This is an optimization exercise on Yosys and OpenROAD, whose aim is small area, not a production implementation. At most, simulation tests tie the RTL to the original design; equivalence was not proved. For runs 1 and 2, only the layout was checked, not whether the RTL still works. No activity file was given, so power comes from the tool's default toggle rates.

**config.mk**
```make
export PLATFORM = sky130hd
export DESIGN_NAME = iq_frontend_top
export DESIGN_NICKNAME = iq_frontend_top
export VERILOG_FILES = /design/flow/design.v
export SDC_FILE = /design/flow/constraint.sdc
export NUM_CORES = 4
export LEC_CHECK = 0
export ABC_AREA = 1
export CAP_MARGIN = 20
export CORE_MARGIN = 2
export CORE_UTILIZATION = 60
export SLEW_MARGIN = 20
```
**constraint.sdc**
```tcl
create_clock -name core_clock -period 10.0 [get_ports {clk}]
set_input_delay 2.0000 -clock core_clock [delete_from_list [all_inputs] [get_ports {clk}]]
set_output_delay 2.0000 -clock core_clock [all_outputs]
set_load 0.01 [all_outputs]
```
**design.v**
```verilog
`timescale 1ns/1ps
package iq_pkg;
	typedef logic [31:0] pc_t;
	typedef logic [31:0] instr_t;
	typedef logic [4:0]  reg_idx_t;
	typedef logic [6:0]  opcode_t;
	typedef logic [1:0]  slot_count_t;
	localparam opcode_t OPC_LUI    = 7'b0110111;
	localparam opcode_t OPC_AUIPC  = 7'b0010111;
	localparam opcode_t OPC_JAL    = 7'b1101111;
	localparam opcode_t OPC_JALR   = 7'b1100111;
	localparam opcode_t OPC_BRANCH = 7'b1100011;
	localparam opcode_t OPC_LOAD   = 7'b0000011;
	localparam opcode_t OPC_STORE  = 7'b0100011;
	localparam opcode_t OPC_OP_IMM = 7'b0010011;
	localparam opcode_t OPC_OP     = 7'b0110011;
	localparam int IQ_DEPTH_DEFAULT = 16;
endpackage
`timescale 1ns/1ps
`timescale 1ns/1ps
`timescale 1ns/1ps
`timescale 1ns/1ps
module iq_frontend_top #(
	parameter int depth = iq_pkg::IQ_DEPTH_DEFAULT
) (
	input  logic                         clk,
	input  logic                         rst_n,
	input  logic                         flush,
	input  logic                         in_valid,
	output logic                         in_ready,
	input  iq_pkg::pc_t                  in_pc,
	input  iq_pkg::instr_t               in_instr0,
	input  iq_pkg::instr_t               in_instr1,
	input  iq_pkg::slot_count_t          in_count,
	output logic                         out_valid,
	input  logic                         out_ready,
	output iq_pkg::slot_count_t          out_count,
	output iq_pkg::pc_t                  out_pc0,
	output iq_pkg::instr_t               out_instr0,
	output iq_pkg::pc_t                  out_pc1,
	output iq_pkg::instr_t               out_instr1,
	output logic [$clog2(depth + 1)-1:0] occupancy
);
	localparam int nb = depth / 2;    
	logic        clr;
	assign clr = !rst_n || flush;
	logic        h_valid;
	logic        h_two;           
	logic [31:0] h_pc;
	logic [31:0] h_i0;
	logic [31:0] h_i1;
	logic [31:0] e_pc    [0:nb-1];
	logic [31:0] e_instr [0:nb-1];
	logic [31:0] o_pc    [0:nb-1];
	logic [31:0] o_instr [0:nb-1];
	logic [3:0]  wr_ptr;
	logic [3:0]  rd_ptr;
	logic [4:0]  cnt;
	logic        enq_ready;
	logic        enq_fire;
	logic [1:0]  enq_n;
	logic [1:0]  take_n;
	assign enq_ready = h_two ? (cnt <= 5'd14) : (cnt <= 5'd15);
	assign in_ready  = !h_valid || enq_ready;
	assign enq_fire  = h_valid && enq_ready;
	assign enq_n     = enq_fire ? (h_two ? 2'd2 : 2'd1) : 2'd0;
	always_ff @(posedge clk) begin
		if (clr) begin
			h_valid <= 1'b0;
		end else if (in_ready) begin
			h_valid <= in_valid;
		end
	end
	always_ff @(posedge clk) begin
		if (in_ready) begin
			h_two <= in_count[1];
			h_pc  <= in_pc;
			h_i0  <= in_instr0;
			h_i1  <= in_instr1;
		end
	end
	logic [31:0] h_pc4;
	logic [31:0] we_pc, we_instr, wo_pc, wo_instr;
	logic [2:0]  we_idx;
	logic        we_en, wo_en;
	assign h_pc4    = {h_pc[31:2] + 30'd1, h_pc[1:0]};
	assign we_pc    = wr_ptr[0] ? h_pc4 : h_pc;
	assign we_instr = wr_ptr[0] ? h_i1 : h_i0;
	assign wo_pc    = wr_ptr[0] ? h_pc : h_pc4;
	assign wo_instr = wr_ptr[0] ? h_i0 : h_i1;
	assign we_idx   = wr_ptr[3:1] + {2'b00, wr_ptr[0]};
	assign we_en    = enq_fire && (!wr_ptr[0] || h_two);
	assign wo_en    = enq_fire && (wr_ptr[0] || h_two);
	always_ff @(posedge clk) begin
		for (int j = 0; j < nb; j++) begin
			if (we_en && we_idx == 3'(j)) begin
				e_pc[j]    <= we_pc;
				e_instr[j] <= we_instr;
			end
			if (wo_en && wr_ptr[3:1] == 3'(j)) begin
				o_pc[j]    <= wo_pc;
				o_instr[j] <= wo_instr;
			end
		end
	end
	logic [2:0]  re_idx;
	logic [31:0] re_pc, re_instr, ro_pc, ro_instr;
	logic [31:0] h0_pc, h0_instr, h1_instr;
	assign re_idx   = rd_ptr[3:1] + {2'b00, rd_ptr[0]};
	logic [nb-1:0] sel_e, sel_o;
	always_comb begin
		re_pc = '0; re_instr = '0; ro_pc = '0; ro_instr = '0;
		for (int j = 0; j < nb; j++) begin
			sel_e[j] = re_idx == 3'(j);
			sel_o[j] = rd_ptr[3:1] == 3'(j);
			re_pc    = re_pc    | ({32{sel_e[j]}} & e_pc[j]);
			re_instr = re_instr | ({32{sel_e[j]}} & e_instr[j]);
			ro_pc    = ro_pc    | ({32{sel_o[j]}} & o_pc[j]);
			ro_instr = ro_instr | ({32{sel_o[j]}} & o_instr[j]);
		end
	end
	assign h0_pc    = rd_ptr[0] ? ro_pc : re_pc;
	assign h0_instr = rd_ptr[0] ? ro_instr : re_instr;
	assign h1_instr = rd_ptr[0] ? re_instr : ro_instr;
	logic [6:0] op0, op1;
	logic       h0_ctrl, h0_mem, h1_mem, h0_has_rd, h1_has_rs1, h1_has_rs2;
	logic       raw_dep, two_avail, pair_ok, can_load, out_v;
	assign op0 = h0_instr[6:0];
	assign op1 = h1_instr[6:0];
	assign h0_ctrl    = op0 == iq_pkg::OPC_BRANCH || op0 == iq_pkg::OPC_JAL || op0 == iq_pkg::OPC_JALR;
	assign h0_mem     = op0 == iq_pkg::OPC_LOAD || op0 == iq_pkg::OPC_STORE;
	assign h1_mem     = op1 == iq_pkg::OPC_LOAD || op1 == iq_pkg::OPC_STORE;
	assign h0_has_rd  = !(op0 == iq_pkg::OPC_STORE || op0 == iq_pkg::OPC_BRANCH);
	assign h1_has_rs1 = !(op1 == iq_pkg::OPC_LUI || op1 == iq_pkg::OPC_AUIPC || op1 == iq_pkg::OPC_JAL);
	assign h1_has_rs2 = op1 == iq_pkg::OPC_OP || op1 == iq_pkg::OPC_STORE || op1 == iq_pkg::OPC_BRANCH;
	assign raw_dep = h0_has_rd && (h0_instr[11:7] != 5'd0) &&
		((h1_has_rs1 && h0_instr[11:7] == h1_instr[19:15]) ||
		 (h1_has_rs2 && h0_instr[11:7] == h1_instr[24:20]));
	assign two_avail = cnt[4:1] != 4'd0;
	assign pair_ok   = two_avail && !h0_ctrl && !raw_dep && !(h0_mem && h1_mem);
	assign can_load  = !out_v || out_ready;
	always_comb begin
		take_n = 2'd0;
		if (can_load && cnt != 5'd0) begin
			take_n = pair_ok ? 2'd2 : 2'd1;
		end
	end
	always_ff @(posedge clk) begin
		if (clr) begin
			rd_ptr <= '0;
			wr_ptr <= '0;
			cnt    <= '0;
		end else begin
			wr_ptr <= wr_ptr + 4'(enq_n);
			rd_ptr <= rd_ptr + 4'(take_n);
			cnt    <= cnt + 5'(enq_n) - 5'(take_n);
		end
	end
	assign occupancy = cnt;
	logic        o_pair;
	logic [31:0] o_pc0_q, o_instr0_q, o_pc1_q, o_instr1_q;
	always_ff @(posedge clk) begin
		if (clr) begin
			out_v <= 1'b0;
		end else if (can_load) begin
			out_v <= cnt != 5'd0;
		end
	end
	always_ff @(posedge clk) begin
		if (can_load) begin
			o_pair     <= pair_ok;
			o_pc0_q    <= h0_pc;
			o_instr0_q <= h0_instr;
			o_pc1_q    <= pair_ok ? (rd_ptr[0] ? re_pc : ro_pc) : 32'd0;
			o_instr1_q <= pair_ok ? h1_instr : 32'd0;
		end
	end
	assign out_valid  = out_v;
	assign out_count  = o_pair ? 2'd2 : 2'd1;
	assign out_pc0    = o_pc0_q;
	assign out_instr0 = o_instr0_q;
	assign out_pc1    = o_pc1_q;
	assign out_instr1 = o_instr1_q;
endmodule
```
**run.sh**
```bash
#!/bin/bash
# synth_recipe.tcl (not shown) runs the flow's synth.tcl, then flattens the netlist and writes it again
# the make line also repeats each setting of config.mk as NAME=value (left out here)
make -C /OpenROAD-flow-scripts/flow DESIGN_CONFIG=/design/flow/config.mk WORK_HOME=/design/flow/orfs CLKGATE_MAP_FILE= SYNTH_SCRIPT=/design/flow/synth_recipe.tcl finish
```
==> results of run 1 <==
## worst max-delay path by stage
stage | depth (start not counted) | startpoint | endpoint
after floorplan | 7 | cnt[2]$_SDFF_PP0_ | e_instr[1][0]$_DFFE_PP_
after global placement | 29 | rd_ptr[1]$_SDFF_PP0_ | cnt[4]$_SDFF_PP0_
after detailed placement | 29 | rd_ptr[1]$_SDFF_PP0_ | cnt[4]$_SDFF_PP0_
after CTS | 29 | rd_ptr[1]$_SDFF_PP0_ | cnt[4]$_SDFF_PP0_
after global routing | 29 | rd_ptr[1]$_SDFF_PP0_ | cnt[4]$_SDFF_PP0_
final | 29 | rd_ptr[1]$_SDFF_PP0_ | cnt[4]$_SDFF_PP0_
## cell usage in the layout (no fill, tap or decap), drive strengths merged, types with 9 or more instances in the layout
cell type / Yosys / final
dfxtp: 15 / 15
a21oi: 34 / 34
clkbuf: 86 / 158
a22oi: 49 / 49
xor2: 24 / 24
nand3: 191 / 191
a31oi: 9 / 9
a22o: 38 / 38
nor3: 11 / 11
nand2: 1134 / 1134
a221oi: 79 / 79
a32o: 16 / 16
clkinv: 3 / 57
edfxtp: 1250 / 1250
bufinv: 0 / 10
o21ai: 233 / 233
nand4: 63 / 63
nor2: 225 / 225
buf: 88 / 84
inv: 185 / 181
ha: 18 / 18
clkdlybuf4s50: 0 / 238
nor4: 9 / 9
## metal layers
layer | track usage | wire, um
met1 | 0.503 | 58500
met2 | 0.480 | 61500
met5 | 0 | 0
met3 | 0.0543 | 14500
met4 | 0.0695 | 2500
## kinds of logic (layout without fill, tap and decap cells)
kind of cell	after synthesis	count (layout)
simple gates	1641	1641
flops	1265	1265
compound gates	467	467
buf+inv	362	731
xor+xnor	28	28
fa+ha+maj	22	22
mux	1	1
## state kept, by name (all words and copies together), names as in the netlist, 5 cells and up
signal	cells
e_instr	256
e_pc	256
o_instr	256
o_pc	256
h_i0	32
h_i1	32
h_pc	32
o_instr0_q	32
o_instr1_q	32
o_pc0_q	32
o_pc1_q	32
cnt	5
## synth_stat cells (15+ instances only)
| library cell | count | area, sq um |
|---|---|---|
| o21ai_0 | 225 | 1130 |
| inv_2 | 20 | 75.1 |
| xor2_1 | 24 | 210 |
| nand3_1 | 190 | 951 |
| buf_1 | 32 | 120 |
| buf_2 | 24 | 120 |
| a21oi_1 | 34 | 170 |
| dfxtp_1 | 15 | 300 |
| a22oi_1 | 49 | 368 |
| a32o_1 | 16 | 160 |
| edfxtp_1 | 1250 | 37500 |
| buf_4 | 15 | 113 |
| clkbuf_1 | 86 | 323 |
| a221oi_1 | 79 | 692 |
| nand4_1 | 63 | 394 |
| ha_1 | 18 | 225 |
| nor2_1 | 184 | 691 |
| inv_1 | 165 | 619 |
| nand2_1 | 1123 | 4220 |
| a22o_1 | 38 | 333 |
| nor2_2 | 39 | 244 |
## area by class of cell
cell class / instances / area [sq um]
repair buffers: 323 / 3030
inverters: 188 / 723
well taps: 1070 / 1340
multi-input cells: 2159 / 10500
clock buffers: 158 / 3240
clock inverters: 62 / 602
fillers: 5576 / 24800
flip-flops and latches: 1265 / 37800
## metrics by stage
step	instances	utilization	hold slack [ns]	area (sq um)
5_1_grt	5225	0.697	0.602	57300
3_5_place_dp	5004	0.650	0.510	53400
2_1_floorplan	3786	-	0.463	49800
3_3_place_gp	5004	0.650	0.499	53400
6_report	5225	0.697	0.533	57300
4_1_cts	5224	0.697	0.527	57200
## critical path, delay by kind of cell (launching register included)
kind	cells	cell delay [ns]
adder cells (fa/ha/maj)	5	1.40
AO/OA/AOI/OAI	4	0.67
buffers and inverters	5	1.61
AND/OR/NAND/NOR	15	1.82
flip-flops	1	0.71
## power by group
| group | switching, mW | internal [mW] |
|---|---|---|
| registers | 0.149 | 6.35 |
| logic | 2.21 | 1.08 |
| clock network | 1.89 | 2.53 |
==> results_dict.tcl, run 1 <==
set metrics [dict create \
    drive_above_1_share 0.0830 \
    fin_ws_ns 3.59 \
    grt-ovfl-total 0 \
    dr_total_vias 31558 \
    dp_slack_ns 3.72 \
    cts_made_buffers 121 \
    cts_tree "yes" \
    finalCritPeriodShare 0.641 \
    grt_usage 0.321 \
    status "complete, no violations" \
    ff2ff_setup_slack_ns 3.59 \
    critPathKind "reg -> reg" \
    synth_area_sq_um 49800 \
    syn_to_final_growth_pct 15.0 \
    drt_iter0_markers 4186 \
    worst_pin_slew_ns 1.19 \
    clk_path_buf_depth 3 \
    antenna_found_initial 7 \
    crit_arrival_ns 6.97 \
    worst_setup_path_end_kind "flop" \
    rr_endpoint "cnt[4]$_SDFF_PP0_" \
    skew_ns 0.0354 \
    diodes 0 \
    drtPass1Iterations 6 \
    hold_class "reg -> reg" \
    htreeDepth 3 \
    yosysWarnings 5 \
    ctsHoldBuffers 0 \
    p_leak_nw 20.7 \
    synthAdderAreaFrac 0.00613 \
    avgSynthCellArea_sq_um 13.1 \
    grt_setup_unrepaired "no" \
    synth_compound_area_frac 0.0607 \
    initial_utilization 0.606 \
    yosys.area_share.simple 0.136 \
    grt_max_degree 107 \
    die-area_sq_um 85300 \
    fin_setup_tns_ns 0 \
    path_clk_slew_ns 0.06 \
    synthArstFlopShare 0 \
    min_to "wr_ptr[3]$_SDFF_PP0_" \
    antenna_left 0 \
    final_nets 4183 \
    synth_fp_nets 3911 \
    synth_ff_type "edfxtp_1" \
    die_w_um 292 \
    grt_pass1_wl_um 197000 \
    synth_top_family_by_area "simple AND/OR/NAND/NOR gates" \
    post_cts_buffers 0 \
    min_period_ns 6.41 \
    r2r_cells 29 \
    viasPerCell 6.04 \
    synth_xor_area_frac 0.00493 \
    cp_common_cell "nand2_1" \
    ys_seq_area_frac 0.760 \
    hpwl_um 85900 \
    ys_ff_latch 1265 \
    fp-row-count 105 \
    slew_headroom 0.200 \
    gp_congestion 0.896 \
    first_global_vias 29615 \
    core_area_sq_um 82100 \
    cts_resized 0 \
    max_freq_ghz 0.156 \
    cts.sinks 1265 \
    slowest_stage "dfxtp_1" \
    setup_violations 0 \
    critPathRequiredTime_ns 10.56 \
    ir_worst_vdd_v 0.000214 \
    post_drt_wl_per_cell_um 26.2 \
    clkLatencyLatePin_ns 0.69 \
    synth_cells 3786 \
    synth_edf_count 1250 \
    port_buffers 238 \
    wl_um 137000 \
    slowest_delay_ns 0.71 \
    startpoint_type "flop" \
    die_y_um 292 \
    ios 240 \
    synthMuxAreaShare 0.000201 \
    worstHoldPathCells 1 \
    ys_types 45 \
    crit_fanout 35 \
    p_total_mw 14.2 \
    powerDensity_nw_per_um2 248 \
    hp-start "wr_ptr[3]$_SDFF_PP0_" \
    maxSlewViolCount 0 \
    clock-root-buffer "clkbuf_16" \
    maxCapViolCount 0 \
    finalHoldViolCount 0 \
    r2r-start "rd_ptr[1]$_SDFF_PP0_" \
    drc_errors 0 \
]
==> run 2: changes to the inputs <==
--- a/config.mk
+++ b/config.mk
@@ -9,4 +9,6 @@
 export CAP_MARGIN = 20
 export CORE_MARGIN = 2
 export CORE_UTILIZATION = 60
+export CTS_BUF_LIST = sky130_fd_sc_hd__clkbuf_8
+export CTS_CLUSTER_SIZE = 30
 export SLEW_MARGIN = 20
==> run 2 against run 1 <==
  * Die area stayed put
  * Register-to-register slack gained 0.03 ns
  * Non-clock buffer count shrank 1
  * Flip-flop and latch count is the same
  * Clock-buffer cell count increased by 40
  * First-iteration DRC count shrank 5.5%
  * Synthesized area did not move
  * Wire length up 0.46%
  * Final area is 0.55% lower
  * Critical endpoint unchanged
  * Largest power group unchanged
  * Highest routed layer unchanged
==> results_dict.tcl, run 2 <==
set metrics [dict create \
    status "complete, no violations" \
    p_total_mw 13.7 \
    ys_ff_latch 1265 \
    power_frac_comb 0.240 \
    holdWs_ns 0.539 \
    dr_total_vias 31903 \
    synth_area_sq_um 49800 \
    drive_above_1_share 0.0972 \
    cp_num_buf_inv 5 \
    synth.top_cell.area_share 0.754 \
    grt_pass1_wl_um 198000 \
    grt_max_degree 107 \
    synth_cells 3786 \
    clk_path_buf_depth 3 \
    drtPass1Iterations 8 \
    hold_class "reg -> reg" \
    wl_um 138000 \
    viasPerCell 5.96 \
    worst_pin_slew_ns 1.20 \
    hp-start "wr_ptr[3]$_SDFF_PP0_" \
    ir_worst_vdd_v 0.000186 \
    path_clk_slew_ns 0.06 \
    yosysTopAreaCell "edfxtp_1" \
    first_global_vias 30314 \
    fin_setup_tns_ns 0 \
    regArea_sq_um 37800 \
    synthTopCellsByCount "1250 x edfxtp_1, 1123 x nand2_1, 225 x o21ai_0, 190 x nand3_1, 184 x nor2_1" \
    synth_ff_type "edfxtp_1" \
    finalCritPeriodShare 0.638 \
    ys_types 45 \
    place_area_sq_um 53400 \
    top_layer_used "met4" \
    p_int_mw 9.38 \
    final_common_cell "edfxtp_1" \
    mostFrequentLayoutCells "1250 x edfxtp_1, 1122 x nand2_1, 238 x clkdlybuf4s50_1" \
    port_buffers 238 \
    cts_made_buffers 194 \
    cp_common_cell "nand2_1" \
    dp_slack_ns 3.72 \
    startpoint_type "flop" \
    cts_resized 0 \
    die_w_um 292 \
    ios 240 \
    finalHoldViolCount 0 \
    netSwitchingFraction 0.315 \
    r2r-start "rd_ptr[1]$_SDFF_PP0_" \
    slowest_delay_ns 0.72 \
    syn_to_final_growth_pct 14.4 \
    max_freq_ghz 0.157 \
    clkLatencyLatePin_ns 0.85 \
    hpwl_um 85900 \
    die-area_sq_um 85300 \
    power_frac_clock 0.285 \
    finish.instance_area_sq_um 56900 \
    fp-row-count 105 \
    antenna_left 0 \
    slowest_stage "dfxtp_1" \
    synthArstFlopShare 0 \
    wl_met2_um 62100 \
    critPathKind "reg -> reg" \
    worst_setup_path_end_kind "flop" \
    avgSynthCellArea_sq_um 13.1 \
    initial_utilization 0.606 \
    grt_setup_unrepaired "no" \
    p_leak_nw 20.9 \
    yosys-top-cells-area "edfxtp_1 75%, nand2_1 8.5%, o21ai_0 2.3%" \
    path_delay_family "simple AND/OR/NAND/NOR gates" \
    post_drt_wl_per_cell_um 25.7 \
    min_period_ns 6.38 \
    synth_fp_nets 3911 \
    cts_tree "yes" \
    clock-root-buffer "clkbuf_8" \
    drt_iter0_markers 3956 \
    filler_cell_count 5731 \
    dr_wl_met3_um 14600 \
    yosysMostFrequentCell "edfxtp_1" \
    maxSlewViolCount 0 \
    setup_violations 0 \
    htreeDepth 4 \
    cts.sinks 1265 \
    core_area_sq_um 82100 \
    ctsHoldBuffers 0 \
    slew_headroom 0.194 \
    crit_fanout 35 \
    power_frac_seq 0.475 \
    drc_errors 0 \
    gp_congestion 0.896 \
    antenna_found_initial 3 \
    grt-ovfl-total 0 \
    ys_seq_area_frac 0.760 \
    die_y_um 292 \
    maxCapViolCount 0 \
    fin_ws_ns 3.62 \
    m1WireLength_um 58500 \
    multiInputGateArea_sq_um 10500 \
    skew_ns 0.0400 \
    grt_usage 0.324 \
    p_sw_mw 4.31 \
    yosysWarnings 5 \
    crit_path_start "rd_ptr[1]$_SDFF_PP0_" \
    synth_edf_count 1250 \
    powerDensity_nw_per_um2 240 \
    post_cts_buffers 0 \
    crit_arrival_ns 7.11 \
    critPathRequiredTime_ns 10.73 \
    final_nets 4255 \
]
[run 2: changes by cell type in the layout (fill, tap and decap cells not counted), moves of 5 or more]
cell,delta
clkbuf_16,-123
bufinv_16,-6
clkbuf_1,-32
clkinv_1,+14
inv_12,+5
clkbuf_8,+195
inv_1,+73
[run 2: cells by family after synthesis]
group / share of synthesized area
AOI/OAI and AO/OA: 0.0607
DFF: 0.760
xor gates and xnor gates: 0.00493
adders and majority gates: 0.00613
muxes: 0.000201
and+or+nand+nor: 0.136
buffers and inverters: 0.0319
[run 2: area by class of cell]
class                      instances  area share
inverter                         188      0.0127
clock inverter                   148      0.0141
clock buffer                     198      0.0479
multi-input combinational       2159       0.184
antenna                            3    0.000132
timing repair buffer             322      0.0529
tap                             1070      0.0235
sequential                      1265       0.665
[run 2: path summary, 6_finish.rpt]
check             depth (start not counted)                   end  slack (ns)
hold / removal                            1  wr_ptr[3]$_SDFF_PP0_        0.54
setup reg to reg                         29     cnt[4]$_SDFF_PP0_        3.62
hold reg to reg                           1  wr_ptr[3]$_SDFF_PP0_        0.54
setup / recovery                         29     cnt[4]$_SDFF_PP0_        3.62
[run 2: per-layer routing]
| metal | track usage | vias to the layer above |
|---|---|---|
| met5 | 0 | - |
| met4 | 0.0836 | 0 |
| met3 | 0.0660 | 164 |
| met2 | 0.483 | 1676 |
| met1 | 0.492 | 15792 |
| li1 | - | 14271 |
[run 2: power groups by stage]
stage	combinational (mW)	clock, mW	sequential (mW)
4_1_cts	3.25	3.95	6.50
3_5_place_dp	3.24	0	6.61
2_1_floorplan	1.68	0	6.69
3_3_place_gp	3.20	0	6.60
6_report	3.29	3.91	6.50
5_1_grt	3.53	4.19	6.52
[run 2: through the flow]
step	instances	utilization
6_report	5353	0.694
3_5_place_dp	5004	0.650
3_3_place_gp	5004	0.650
2_1_floorplan	3786	-
5_1_grt	5351	0.693
4_1_cts	5350	0.693
==> run 3: changes to the inputs <==
--- a/design.v
+++ b/design.v
@@ -107,18 +107,10 @@
 	logic [31:0] re_pc, re_instr, ro_pc, ro_instr;
 	logic [31:0] h0_pc, h0_instr, h1_instr;
 	assign re_idx   = rd_ptr[3:1] + {2'b00, rd_ptr[0]};
-	logic [nb-1:0] sel_e, sel_o;
-	always_comb begin
-		re_pc = '0; re_instr = '0; ro_pc = '0; ro_instr = '0;
-		for (int j = 0; j < nb; j++) begin
-			sel_e[j] = re_idx == 3'(j);
-			sel_o[j] = rd_ptr[3:1] == 3'(j);
-			re_pc    = re_pc    | ({32{sel_e[j]}} & e_pc[j]);
-			re_instr = re_instr | ({32{sel_e[j]}} & e_instr[j]);
-			ro_pc    = ro_pc    | ({32{sel_o[j]}} & o_pc[j]);
-			ro_instr = ro_instr | ({32{sel_o[j]}} & o_instr[j]);
-		end
-	end
+	assign re_pc    = e_pc[re_idx];
+	assign re_instr = e_instr[re_idx];
+	assign ro_pc    = o_pc[rd_ptr[3:1]];
+	assign ro_instr = o_instr[rd_ptr[3:1]];
 	assign h0_pc    = rd_ptr[0] ? ro_pc : re_pc;
 	assign h0_instr = rd_ptr[0] ? ro_instr : re_instr;
 	assign h1_instr = rd_ptr[0] ? re_instr : ro_instr;
==> config.mk (replaced) <==
export PLATFORM = sky130hd
export DESIGN_NAME = iq_frontend_top
export DESIGN_NICKNAME = iq_frontend_top
export VERILOG_FILES = /design/flow/design.v
export SDC_FILE = /design/flow/constraint.sdc
export NUM_CORES = 4
export LEC_CHECK = 0
export CAP_MARGIN = 20
export CORE_MARGIN = 2
export CORE_UTILIZATION = 40
export SLEW_MARGIN = 20
==> run 3 against run 2 <==
  * Utilization fell by 23 points
  * Synthesized area grew 2.6%
  * Sequential power is 2% higher
  * Worst setup slack got worse by 0.77 ns
  * Register-to-register slack got worse by 0.77 ns
  * Sequential share of layout area decreased by 2.9 points
  * Maximum frequency decreased by 11%
==> results_dict.tcl, run 3 <==
set metrics [dict create \
    die_w_um 361 \
    ys_seq_area_frac 0.741 \
    htreeDepth 4 \
    m1WireLength_um 63500 \
    final_common_cell "edfxtp_1" \
    yosysTopAreaCell "edfxtp_1" \
    slowest_stage "a222oi_1" \
    wl_met2_um 69000 \
    cp_num_buf_inv 3 \
    setup.worst_path.end "cnt[3]$_SDFF_PP0_" \
    min_period_ns 7.16 \
    wl_um 150000 \
    ios 240 \
    grt-ovfl-total 0 \
    path_clk_slew_ns 0.06 \
    clock-root-buffer "clkbuf_16" \
    filler_cell_count 10856 \
    ys_types 86 \
    ir_worst_vdd_v 0.000243 \
    postLayoutCoreUtil 0.468 \
    maxSlewViolCount 0 \
    startpoint_type "flop" \
    r2r-start "rd_ptr[0]$_SDFF_PP0_" \
    first_global_vias 28197 \
    p_leak_nw 19.6 \
    ctsHoldBuffers 0 \
    synth_cells 3151 \
    slew_headroom 0.189 \
    path_cells "ha_4 > ha_2 > buf_4 > nor2b_1 > a21o_1 > a222oi_1 > nor3_1 > a21oi_2 > a2111oi_1 > a211oi_4 > clkinv_2 > nor3_1 > fa_1 > inv_1 > ha_1 > a21o_1 > a21oi_1 > xnor2_1 > nor2_1" \
    die_y_um 361 \
    ff2ff_setup_slack_ns 2.84 \
    synth.top_cell.area_share 0.735 \
    core_area_sq_um 127000 \
    synth_fp_nets 3277 \
    crit_arrival_ns 7.79 \
    worst_setup_path_end_kind "flop" \
    hold_class "reg -> reg" \
    syn_to_final_growth_pct 16.6 \
    clk_path_buf_depth 3 \
    synthArstFlopShare 0 \
    viasPerCell 5.77 \
    r2r_cells 19 \
    power_frac_clock 0.300 \
    setup_violations 0 \
    finalCritPeriodShare 0.716 \
    ys_ff_latch 1265 \
    grt_pass1_wl_um 212000 \
    dr_wl_met3_um 13800 \
    p_sw_mw 5.25 \
    synth_area_sq_um 51100 \
    worst_pin_slew_ns 1.20 \
    status "complete, no violations" \
    drtPass1Iterations 5 \
    drc_errors 0 \
    crit_path_start "rd_ptr[0]$_SDFF_PP0_" \
    cts.sinks 1265 \
    yosysWarnings 5 \
    cts_tree "yes" \
    grt_max_degree 101 \
    antenna_left 0 \
    synth_ff_type "edfxtp_1" \
    critPathRequiredTime_ns 10.63 \
    final_nets 3522 \
    yosysMostFrequentCell "edfxtp_1" \
    die-area_sq_um 131000 \
    antenna_found_initial 6 \
    dr_total_vias 29782 \
    drt_iter0_markers 3959 \
    finalHoldViolCount 0 \
    worst-path-stages 19 \
    slowest_delay_ns 0.97 \
    initial_utilization 0.402 \
    yosys-top-cells-area "edfxtp_1 73%, mux2i_1 3.2%, mux2_2 2.6%" \
    power_frac_seq 0.415 \
    powerDensity_nw_per_um2 268 \
    max_freq_ghz 0.140 \
    rr_endpoint "cnt[3]$_SDFF_PP0_" \
    cts_made_buffers 133 \
    skew_ns 0.0296 \
    critPathKind "reg -> reg" \
    synth_edf_count 1250 \
    mostFrequentLayoutCells "1250 x edfxtp_1, 238 x clkdlybuf4s50_1, 222 x nand2_1" \
    top_layer_used "met5" \
    post_drt_wl_per_cell_um 29.1 \
    post_cts_buffers 0 \
    grt_usage 0.227 \
    maxCapViolCount 0 \
    crit_fanout 54 \
    hpwl_um 92900 \
    avgSynthCellArea_sq_um 16.2 \
    holdWs_ns 0.597 \
    p_int_mw 10.7 \
    cts_resized 0 \
    grt_setup_unrepaired "no" \
    gp_congestion 0.847 \
    drive_above_1_share 0.147 \
    clkLatencyLatePin_ns 0.77 \
    p_total_mw 15.9 \
    fp-row-count 131 \
    synthTopCellsByCount "1250 x edfxtp_1, 222 x nand2_1, 166 x nor2_1, 164 x mux2i_1, 124 x a21oi_1" \
    netSwitchingFraction 0.329 \
    port_buffers 238 \
    path_delay_family "compound AO/OA/AOI/OAI gates" \
    power_frac_comb 0.286 \
    fin_setup_tns_ns 0 \
]
-- run 3: worst reg2reg max path, stage by stage (launching register included) --
cell,delay (ns)
dfxtp_4,0.78
ha_4,0.25
ha_2,0.15
buf_4,0.47
nor2b_1,0.36
a21o_1,0.50
a222oi_1,0.98
nor3_1,0.21
a21oi_2,0.24
a2111oi_1,0.10
a211oi_4,0.38
clkinv_2,0.43
nor3_1,0.80
fa_1,0.54
inv_1,0.10
ha_1,0.23
a21o_1,0.16
a21oi_1,0.17
xnor2_1,0.14
nor2_1,0.05
-- run 3: how the worst min path moves through the flow --
stage | start | to | depth (start not counted)
4_1_cts | wr_ptr[3]$_SDFF_PP0_ | wr_ptr[3]$_SDFF_PP0_ | 2
3_3_place_gp | wr_ptr[3]$_SDFF_PP0_ | wr_ptr[3]$_SDFF_PP0_ | 2
3_5_place_dp | wr_ptr[3]$_SDFF_PP0_ | wr_ptr[3]$_SDFF_PP0_ | 2
5_1_grt | wr_ptr[3]$_SDFF_PP0_ | wr_ptr[3]$_SDFF_PP0_ | 2
6_report | wr_ptr[3]$_SDFF_PP0_ | wr_ptr[3]$_SDFF_PP0_ | 2
2_1_floorplan | wr_ptr[3]$_SDFF_PP0_ | wr_ptr[3]$_SDFF_PP0_ | 2
-- run 3: logic make-up (layout without fill, tap and decap cells) --
family / count (synthesis) / in the layout / share of synthesized area
flops: 1265 / 1265 / 0.741
simple gates: 677 / 677 / 0.0623
compound gates: 543 / 543 / 0.0773
mux: 329 / 329 / 0.0791
buf+inv: 231 / 577 / 0.0201
xor+xnor: 82 / 82 / 0.0144
fa+ha+maj: 24 / 24 / 0.00642
other cells: 0 / 1 / 0
-- run 3: routing by layer --
| metal | global-route usage | vias to the layer above |
|---|---|---|
| met1 | 0.322 | 15213 |
| met3 | 0.0497 | 196 |
| li1 | - | 12865 |
| met4 | 0.0675 | 2 |
| met5 | 0 | - |
| met2 | 0.351 | 1506 |
-- run 3: metrics by stage --
stage | instances | instance area [sq um] | setup slack, ns
6_report | 5160 | 59600 | 2.84
5_1_grt | 5159 | 59600 | 2.62
4_1_cts | 5159 | 59600 | 2.98
3_5_place_dp | 4923 | 55400 | 2.99
3_3_place_gp | 4923 | 55400 | 3.09
2_1_floorplan | 3151 | 51100 | 2.76
-- run 3: area by class of cell --
type / instances / area (sq um) / share of cell area
inverters: 34 / 131 / 0.00221
flip-flops and latches: 1265 / 37900 / 0.635
repair buffers: 307 / 2930 / 0.0491
diodes: 1 / 2.50 / 0.0000420
clock inverters: 67 / 527 / 0.00884
multi-input cells: 1655 / 12400 / 0.209
clock buffers: 169 / 3620 / 0.0608
well taps: 1662 / 2080 / 0.0349
-- run 3: power groups by stage --
stage | combinational, mW | clock, mW | sequential (mW)
after floorplan | 2.46 | 0 | 6.70
after global placement | 4.48 | 0 | 6.72
after detailed placement | 4.50 | 0 | 6.72
after CTS | 4.52 | 4.83 | 6.61
after global routing | 4.81 | 5.02 | 6.64
final | 4.55 | 4.78 | 6.61

-- separate check: timing with driven ports --
The flow's constraints put no driver on any port. The routed layouts listed below were extracted and timed again, unchanged, in two steps.
Step 1: set_driving_cell puts a clkbuf_16 on clk and a buf_2 on each other input, an assumption about the parent block.
Step 2 moves the port delays by t, midway between the first and last clock arrival at a register: inputs arrive t later, outputs are due t later. That takes back most of the time a late clock gives input paths.
Slacks: ideal / step 1 / step 2; pairs: ideal / step 1.
| run | shift t [ns] | setup slack, ns | clock arrival spread, ns |
|---|---|---|---|
| run 1 | 0.750 | 3.590 / 3.590 / 3.590 | 0.037 / 0.037 |
| run 2 | 0.905 | 3.615 / 3.615 / 3.615 | 0.051 / 0.051 |
| run 3 | 0.826 | 2.840 / 2.840 / 2.840 | 0.031 / 0.030 |
After both steps setup and hold are still met in every run listed.
